This design comes from an exercise in tuning for small area, a short achievable clock period and few clock cycles per item on the open sky130 flow, not from production work.
At most, simulation tests tie the RTL to the original design; equivalence was not proved.
No activity file was given, so power comes from the tool's default toggle rates.

Setup of build 34:
==> flow/design.v <==
`default_nettype none
package pgtp_pkg;
  localparam int unsigned PIX_W  = 4;
  localparam int unsigned ROW_W  = 32;
  localparam int unsigned COLS   = 8;
  localparam int unsigned SLOT_OUT_W = 5;
  localparam logic CMD_GLYPH = 1'b0;
  localparam logic CMD_PAD   = 1'b1;
  localparam logic [2:0] LAST_ROW = 3'd7;
  typedef struct packed {
    logic        command;
    logic [3:0]  glyph_width;
    logic [2:0]  row_number;
    logic [31:0] upper_glyph_row;
    logic [31:0] lower_glyph_row;
  } glyph_item_t;
  typedef struct packed {
    logic       wr_en;
    logic       fill_en;
    logic [2:0] fill_next;
    logic       slot_inc;
    logic       slot_clr;
    logic       emit;
    logic       done;
  } store_ctl_t;
endpackage
`default_nettype wire
`default_nettype none
import pgtp_pkg::*;
module pgtp_merge_mask (
  input  logic       pad,
  input  logic [3:0] width,
  input  logic [2:0] fill,
  output logic [7:0] rmask,       
  output logic [2:0] fill_next    
);
  always_comb begin
    for (int c = 0; c < COLS; c++) begin
      rmask[c] = width[3] || (width[2:0] > 3'(3'(c) - fill));
    end
  end
  assign fill_next = pad ? 3'd0 : width[3] ? fill : (fill + width[2:0]);
endmodule
module pgtp_merge (
  input  logic        pad,         
  input  logic        step,        
  input  logic [2:0]  fill,
  input  logic [7:0]  rmask,
  input  logic [31:0] row_upper,
  input  logic [31:0] row_lower,
  input  logic [31:0] buf_upper,
  input  logic [31:0] buf_lower,
  output logic        emit,        
  output logic [31:0] wb_upper,
  output logic [31:0] wb_lower,
  output logic [31:0] res_upper,
  output logic [31:0] res_lower
);
  logic [31:0] rot_u, rot_l;
  logic [7:0]  fill_ge, take_out, take_wb, tw;
  logic        over, keep_out, keep_wb, wr, kw;
  always_comb begin
    for (int c = 0; c < COLS; c++) fill_ge[c] = (3'(c) >= fill);
  end
  assign over     = !pad && rmask[7];
  assign keep_out = (fill != 3'd0);
  assign take_out = pad ? fill_ge : (rmask & fill_ge);
  assign take_wb  = pad ? fill_ge : (rmask & (~fill_ge | {COLS{!over}}));
  assign keep_wb  = pad || (!over && keep_out);
  assign emit     = pad ? keep_out : over;
  assign wr       = pad ? keep_out : 1'b1;
  assign rot_u = ({row_upper, row_upper} << {fill, 2'b00}) >> 32;
  assign rot_l = ({row_lower, row_lower} << {fill, 2'b00}) >> 32;
  assign kw = keep_wb || !(step && wr);
  assign tw = take_wb & {COLS{step && wr}};
  always_comb begin
    for (int c = 0; c < COLS; c++) begin
      wb_upper [PIX_W*c +: PIX_W] = (buf_upper[PIX_W*c +: PIX_W] & {PIX_W{kw}})
                                  | (rot_u[PIX_W*c +: PIX_W]     & {PIX_W{tw[c]}});
      wb_lower [PIX_W*c +: PIX_W] = (buf_lower[PIX_W*c +: PIX_W] & {PIX_W{kw}})
                                  | (rot_l[PIX_W*c +: PIX_W]     & {PIX_W{tw[c]}});
      res_upper[PIX_W*c +: PIX_W] = (buf_upper[PIX_W*c +: PIX_W] & {PIX_W{keep_out}})
                                  | (rot_u[PIX_W*c +: PIX_W]     & {PIX_W{take_out[c]}});
      res_lower[PIX_W*c +: PIX_W] = (buf_lower[PIX_W*c +: PIX_W] & {PIX_W{keep_out}})
                                  | (rot_l[PIX_W*c +: PIX_W]     & {PIX_W{take_out[c]}});
    end
  end
endmodule
`default_nettype wire
`default_nettype none
import pgtp_pkg::*;
module pgtp_row_store (
  input  logic        clk,
  input  logic [31:0] wb_upper,
  input  logic [31:0] wb_lower,
  output logic [31:0] head_upper,
  output logic [31:0] head_lower
);
  logic [31:0] ring_u [COLS];
  logic [31:0] ring_l [COLS];
  always_ff @(posedge clk) begin
    for (int k = 0; k < COLS - 1; k++) begin
      ring_u[k] <= ring_u[k+1];
      ring_l[k] <= ring_l[k+1];
    end
    ring_u[COLS-1] <= wb_upper;
    ring_l[COLS-1] <= wb_lower;
  end
  assign head_upper = ring_u[0];
  assign head_lower = ring_l[0];
endmodule
`default_nettype wire
`default_nettype none
import pgtp_pkg::*;
module proportional_glyph_tile_packer_core #(
  parameter int unsigned MAX_TILES = 32
) (
  input  logic        clk,
  input  logic        rst,
  input  logic        glyph_valid,
  output logic        glyph_ready,
  input  logic        glyph_command,
  input  logic [3:0]  glyph_glyph_width,
  input  logic [2:0]  glyph_row_number,
  input  logic [31:0] glyph_upper_glyph_row,
  input  logic [31:0] glyph_lower_glyph_row,
  output logic        tile_valid,
  input  logic        tile_ready,
  output logic [4:0]  tile_tile_slot,
  output logic [2:0]  tile_out_row_number,
  output logic [31:0] tile_upper_tile_row,
  output logic [31:0] tile_lower_tile_row,
  output logic        tile_string_done
);
  localparam int unsigned SLOT_W = (MAX_TILES > 1) ? $clog2(MAX_TILES) : 1;
  localparam logic [SLOT_W-1:0] SLOT_LAST = SLOT_W'(MAX_TILES - 1);
  logic [2:0]        phase;      
  logic [2:0]        fill;
  logic [SLOT_W-1:0] slot;
  logic        out_valid;
  logic [4:0]  out_slot;
  logic [2:0]  out_row;
  logic [31:0] out_upper, out_lower;
  logic        out_done;
  logic [31:0] head_u, head_l, wb_u, wb_l, res_u, res_l;
  logic [7:0]  rmask;
  logic [2:0]  fill_next;
  logic        emit, step, last, pad;
  assign last = (glyph_row_number == LAST_ROW);
  assign pad  = (glyph_command == CMD_PAD);
  assign glyph_ready = (glyph_row_number == phase) && (!out_valid || tile_ready);
  assign step        = glyph_valid && glyph_ready;
  pgtp_merge_mask u_mask (
    .pad       (pad),
    .width     (glyph_glyph_width),
    .fill      (fill),
    .rmask     (rmask),
    .fill_next (fill_next)
  );
  pgtp_merge u_merge (
    .pad       (pad),
    .step      (step),
    .fill      (fill),
    .rmask     (rmask),
    .row_upper (glyph_upper_glyph_row),
    .row_lower (glyph_lower_glyph_row),
    .buf_upper (head_u),
    .buf_lower (head_l),
    .emit      (emit),
    .wb_upper  (wb_u),
    .wb_lower  (wb_l),
    .res_upper (res_u),
    .res_lower (res_l)
  );
  pgtp_row_store u_store (
    .clk        (clk),
    .wb_upper   (wb_u),
    .wb_lower   (wb_l),
    .head_upper (head_u),
    .head_lower (head_l)
  );
  always_ff @(posedge clk) begin
    if (rst) begin
      phase <= 3'd0;
      fill  <= 3'd0;
      slot  <= '0;
    end else begin
      phase <= phase + 3'd1;
      if (step && last) begin
        fill <= fill_next;
        if (pad) begin
          slot <= '0;
        end else if (emit) begin
          slot <= (slot == SLOT_LAST) ? '0 : slot + 1'b1;
        end
      end
    end
  end
  always_ff @(posedge clk) begin
    if (rst) begin
      out_valid <= 1'b0;
    end else if (step && emit) begin
      out_valid <= 1'b1;
    end else if (tile_ready) begin
      out_valid <= 1'b0;
    end
  end
  always_ff @(posedge clk) begin
    if (step && emit) begin
      out_slot  <= 5'(slot);
      out_row   <= glyph_row_number;
      out_upper <= res_u;
      out_lower <= res_l;
      out_done  <= pad && last;
    end
  end
  assign tile_valid          = out_valid;
  assign tile_tile_slot      = out_slot;
  assign tile_out_row_number = out_row;
  assign tile_upper_tile_row = out_upper;
  assign tile_lower_tile_row = out_lower;
  assign tile_string_done    = out_done;
endmodule
`default_nettype wire
clock: 5.0 ns
lec_check: 0
abc_clock_period_in_ps: 2500
cap_margin: 20
core_margin: 2
core_utilization: 55
cts_buf_list: sky130_fd_sc_hd__clkbuf_16
cts_cluster_diameter: 100
cts_cluster_size: 25
gpl_routability_driven: 1
setup_slack_margin: 2.45
slew_margin: 20
standard.sh (not shown) runs the stock make flow with config.mk's settings and CLKGATE_MAP_FILE= SYNTH_SCRIPT=/design/flow/synth_recipe.tcl, a recipe that flattens the netlist after the stock synthesis.
==> flow/flow/run.sh <==
#!/bin/bash
cp standard.sh standard_sh.log
export BUFFER_PORTS_ARGS="-buffer_cell sky130_fd_sc_hd__buf_1"
bash standard.sh > standard.log 2>&1
For trial 2, these inputs were changed with respect to build 34:
Settings: a change of CORE_UTILIZATION from 55 to 45; a deleted GPL_ROUTABILITY_DRIVEN that had been 1.
[summary]
Per the comparison of trial 2 with build 34, sequential cell area share fell by 0.72 points, highest net fanout along the worst path rose by 1, worst hold slack stayed essentially flat. Per the comparison of trial 2 with build 34, total power closely matched the old numbers; setup slack after layout saw an increase.
No run of this note included a check of the RTL's function; only the layout flow was run.

* * *

exp/zinc:
proportional_glyph_tile_packer_core, a different RTL version from the one above (not shown whole).
Size: about 600 flip-flops, ~150 I/O pins, roughly 17,000 sq um of cells after synthesis.
// proportional_glyph_tile_packer_core
module proportional_glyph_tile_packer_core #(
  parameter int unsigned MAX_TILES = 32
) (
  input  logic        clk,
  input  logic        rst,
  input  logic        glyph_valid,
  output logic        glyph_ready,
  input  logic        glyph_command,
  input  logic [3:0]  glyph_glyph_width,
  input  logic [2:0]  glyph_row_number,
  input  logic [31:0] glyph_upper_glyph_row,
  input  logic [31:0] glyph_lower_glyph_row,
  output logic        tile_valid,
  input  logic        tile_ready,
  output logic [4:0]  tile_tile_slot,
  output logic [2:0]  tile_out_row_number,
  output logic [31:0] tile_upper_tile_row,
  output logic [31:0] tile_lower_tile_row,
  output logic        tile_string_done
);
  localparam int unsigned SLOT_W = (MAX_TILES > 1) ? $clog2(MAX_TILES) : 1;
  localparam logic [SLOT_W-1:0] SLOT_LAST = SLOT_W'(MAX_TILES - 1);
  logic [2:0]        phase;      
  logic [2:0]        fill;
  logic [SLOT_W-1:0] slot;
  logic        out_valid;
  logic [4:0]  out_slot;
  logic [2:0]  out_row;
  logic [31:0] out_upper, out_lower;
  logic        out_done;
  logic [31:0] head_u, head_l, wb_u, wb_l, res_u, res_l;
  logic [7:0]  rmask;
  logic [2:0]  fill_next;
  logic        emit, step, last, pad;
  assign last = (glyph_row_number == LAST_ROW);
  assign pad  = (glyph_command == CMD_PAD);
  assign glyph_ready = (glyph_row_number == phase) && (!out_valid || tile_ready);
  assign step        = glyph_valid && glyph_ready;
  pgtp_merge_mask u_mask (
    .pad       (pad),
    .width     (glyph_glyph_width),
    .fill      (fill),
    .rmask     (rmask),
  ...
Settings: LEC_CHECK=0, ABC_CLOCK_PERIOD_IN_PS=2500, CAP_MARGIN=20, CORE_MARGIN=2, CORE_UTILIZATION=45, CTS_BUF_LIST=sky130_fd_sc_hd__clkbuf_16, CTS_CLUSTER_DIAMETER=100, CTS_CLUSTER_SIZE=25, SETUP_SLACK_MARGIN=2.55, SLEW_MARGIN=20; clock period 5.0 ns.
Scripts as last shown in full above: flow/flow/run.sh
Testbench counts of exp/zinc, summed over its fixed seeds: cycles 13,096, rows 13,032.
The inputs of exp/pepper differ from those of exp/zinc as listed below.
- changing SETUP_SLACK_MARGIN from 2.55 to 2.45
Results
exp/zinc finished every stage and its layout cleared the timing, design-rule and antenna checks. exp/pepper went all the way through synthesis, placement and routing and the layout is clean on timing, DRC and antenna. Number of buffers inserted by post-CTS setup repair, exp/pepper and exp/zinc, higher one = exp/zinc. HPWL after detailed placement across exp/pepper and exp/zinc: no real change. Tightest hold margin sits higher in exp/pepper than in exp/zinc. In the metrics for exp/pepper and exp/zinc, the one carrying the higher register-to-register slack is exp/zinc. Re combinational share of power: exp/pepper and exp/zinc aren't equal, and the higher value belongs to exp/zinc. | design area | higher: exp/zinc |. Taking exp/zinc as the reference, in exp/pepper global routing usage on met2 climbed 0.63 points, later-pin clock latency in the skew report comparable.
### exp/pepper -> exp/juniper
- SETUP_SLACK_MARGIN changed from 2.45 to 2.65
- ABC_CLOCK_PERIOD_IN_PS changed from 2500 to 2300
--- outcome ---
exp/juniper closes out successfully: all stages finished, all timing, DRC and antenna checks passed. Average wire per standard cell: exp/juniper > exp/pepper. Combinational cell fraction of total power ends up lower on exp/pepper. Compared with exp/pepper, exp/juniper degrades setup slack. Looking at exp/juniper and exp/pepper, the total placed cells including tap cells is a wash. From exp/pepper to exp/juniper, row count did not move at all. Of the two candidates, exp/pepper has the better worst hold slack and exp/juniper the worse one. Final-report max-slew violation count across exp/juniper and exp/pepper: no real change. Looking at portion of total power attributed to the clock network, exp/juniper sits 0.5 points below exp/pepper. Compared exp/juniper vs exp/pepper, and total power is up in exp/juniper.
> inputs changed (exp/juniper -> exp/onyx)
- a change of SETUP_SLACK_MARGIN from 2.65 to 2.3
- a change of ABC_CLOCK_PERIOD_IN_PS from 2300 to 2500
diff --git a/flow/flow/run.sh b/flow/flow/run.sh
--- a/flow/flow/run.sh
+++ b/flow/flow/run.sh
@@ -2 +1,0 @@
-cp standard.sh standard_sh.log
### Flow results
Looking at synthesis-to-layout area growth, exp/onyx sits 12 points lower than exp/juniper does. Compared with exp/juniper, overall routed net length in exp/onyx decreased by more than 10%. Fmax: exp/onyx below exp/juniper. Final cell area: exp/onyx below exp/juniper. | critical path depth | exp/onyx vs exp/juniper | 9 lower |. The flow did not stop early for exp/onyx: all stages ran, and the layout cleared the timing, design-rule and antenna checks. On clock network latency to the later pin of the worst-skew pair, exp/onyx and exp/juniper are basically level. NOTE: number of non-clock inverters in the layout in exp/onyx falls short of that of exp/juniper. Critical-path maximum fanout ended up 4 lower on exp/onyx than on exp/juniper. exp/onyx: first-iteration DRC count is 116 higher than what exp/juniper reported. Re post-route core utilization: exp/juniper was higher than exp/onyx. The standard cell with the maximum stage delay on the critical path comes out sky130_fd_sc_hd__clkinvlp_4 in one run and sky130_fd_sc_hd__nand4_1 in the other, namely in exp/juniper and exp/onyx respectively. exp/onyx ends up with a register-to-register setup slack that is 120 ps lower than in exp/juniper.
## Diff of input files: exp/raven against exp/onyx
- a change of SETUP_SLACK_MARGIN from 2.3 to 2.45
- a change of CTS_CLUSTER_DIAMETER from 100 to 110
- a change of CTS_CLUSTER_SIZE from 25 to 30
diff --git a/flow/flow/run.sh b/flow/flow/run.sh
--- a/flow/flow/run.sh
+++ b/flow/flow/run.sh
@@ -1,0 +2 @@
+cp standard.sh standard_sh.log
==> comparison <==
- exp/raven: PASS, flow complete, no timing, DRC or antenna violations
- Summary: with exp/onyx as the reference, largest vdd supply drop in exp/raven moved up by more than 10%.
- exp/raven: number of logic stages on the critical path including buffering 1 below exp/onyx
- Switching share of power for exp/raven: 0.20 points up relative to exp/onyx
- exp/onyx → exp/raven: total of cells resized after clock tree synthesis rose by 83%; maximum frequency rose by 3.4%.
- Delta (exp/raven minus exp/onyx): worst clock skew on the final layout fell 3.8 ps; standard cell core area about even; sequential share of layout area fell 0.88 points.
- Going from exp/onyx to exp/raven, the cell internal power dissipation was found to have gone down by 120 uW.
- | final cell count | higher: exp/raven |
- Cmp exp/raven vs exp/onyx: via count higher in exp/raven

port drivers added, routing unchanged:
The flow's constraints put no driver on any port. The routed layouts listed below were extracted and timed again, unchanged, in two steps. Step 1: set_driving_cell puts a clkbuf_16 on clk and a buf_2 on each other input, an assumption about the parent block. Step 2 adds t to the input delays and takes it off the output delays; t is the mean of the earliest and latest rising clock arrival at the registers after step 1. Input paths then give back, and output paths get back, about the clock's delay inside the block. a / b / c = ideal / step 1 / step 2; a / b = the first two.
run | t, ns | slack for setup (ns) | hold slack, ns | slew at the worst register clock pin (ns) | cell pins on the clock port's net
build 34 | 0.619 | 2.280 / 2.242 / 1.900 | 0.321 / 0.321 / 0.321 | 0.11 / 0.11 | 1
trial 2 | 0.613 | 2.316 / 2.276 / 1.843 | 0.323 / 0.323 / 0.323 | 0.11 / 0.11 | 1
exp/zinc | 0.628 | 2.399 / 2.360 / 1.790 | 0.295 / 0.295 / 0.295 | 0.11 / 0.11 | 1
exp/pepper | 0.626 | 2.401 / 2.359 / 1.925 | 0.323 / 0.323 / 0.323 | 0.11 / 0.11 | 1
exp/juniper | 0.627 | 2.316 / 2.308 / 1.702 | 0.318 / 0.318 / 0.318 | 0.11 / 0.11 | 1
exp/onyx | 0.622 | 2.296 / 2.246 / 1.778 | 0.316 / 0.316 / 0.316 | 0.11 / 0.11 | 1
exp/raven | 0.615 | 2.386 / 2.344 / 1.901 | 0.318 / 0.318 / 0.318 | 0.12 / 0.12 | 1
After both steps every run listed still meets setup and hold. The setup slack of exp/juniper, which loses most, moves by -0.008 ns with the drivers and by -0.614 ns with both steps.
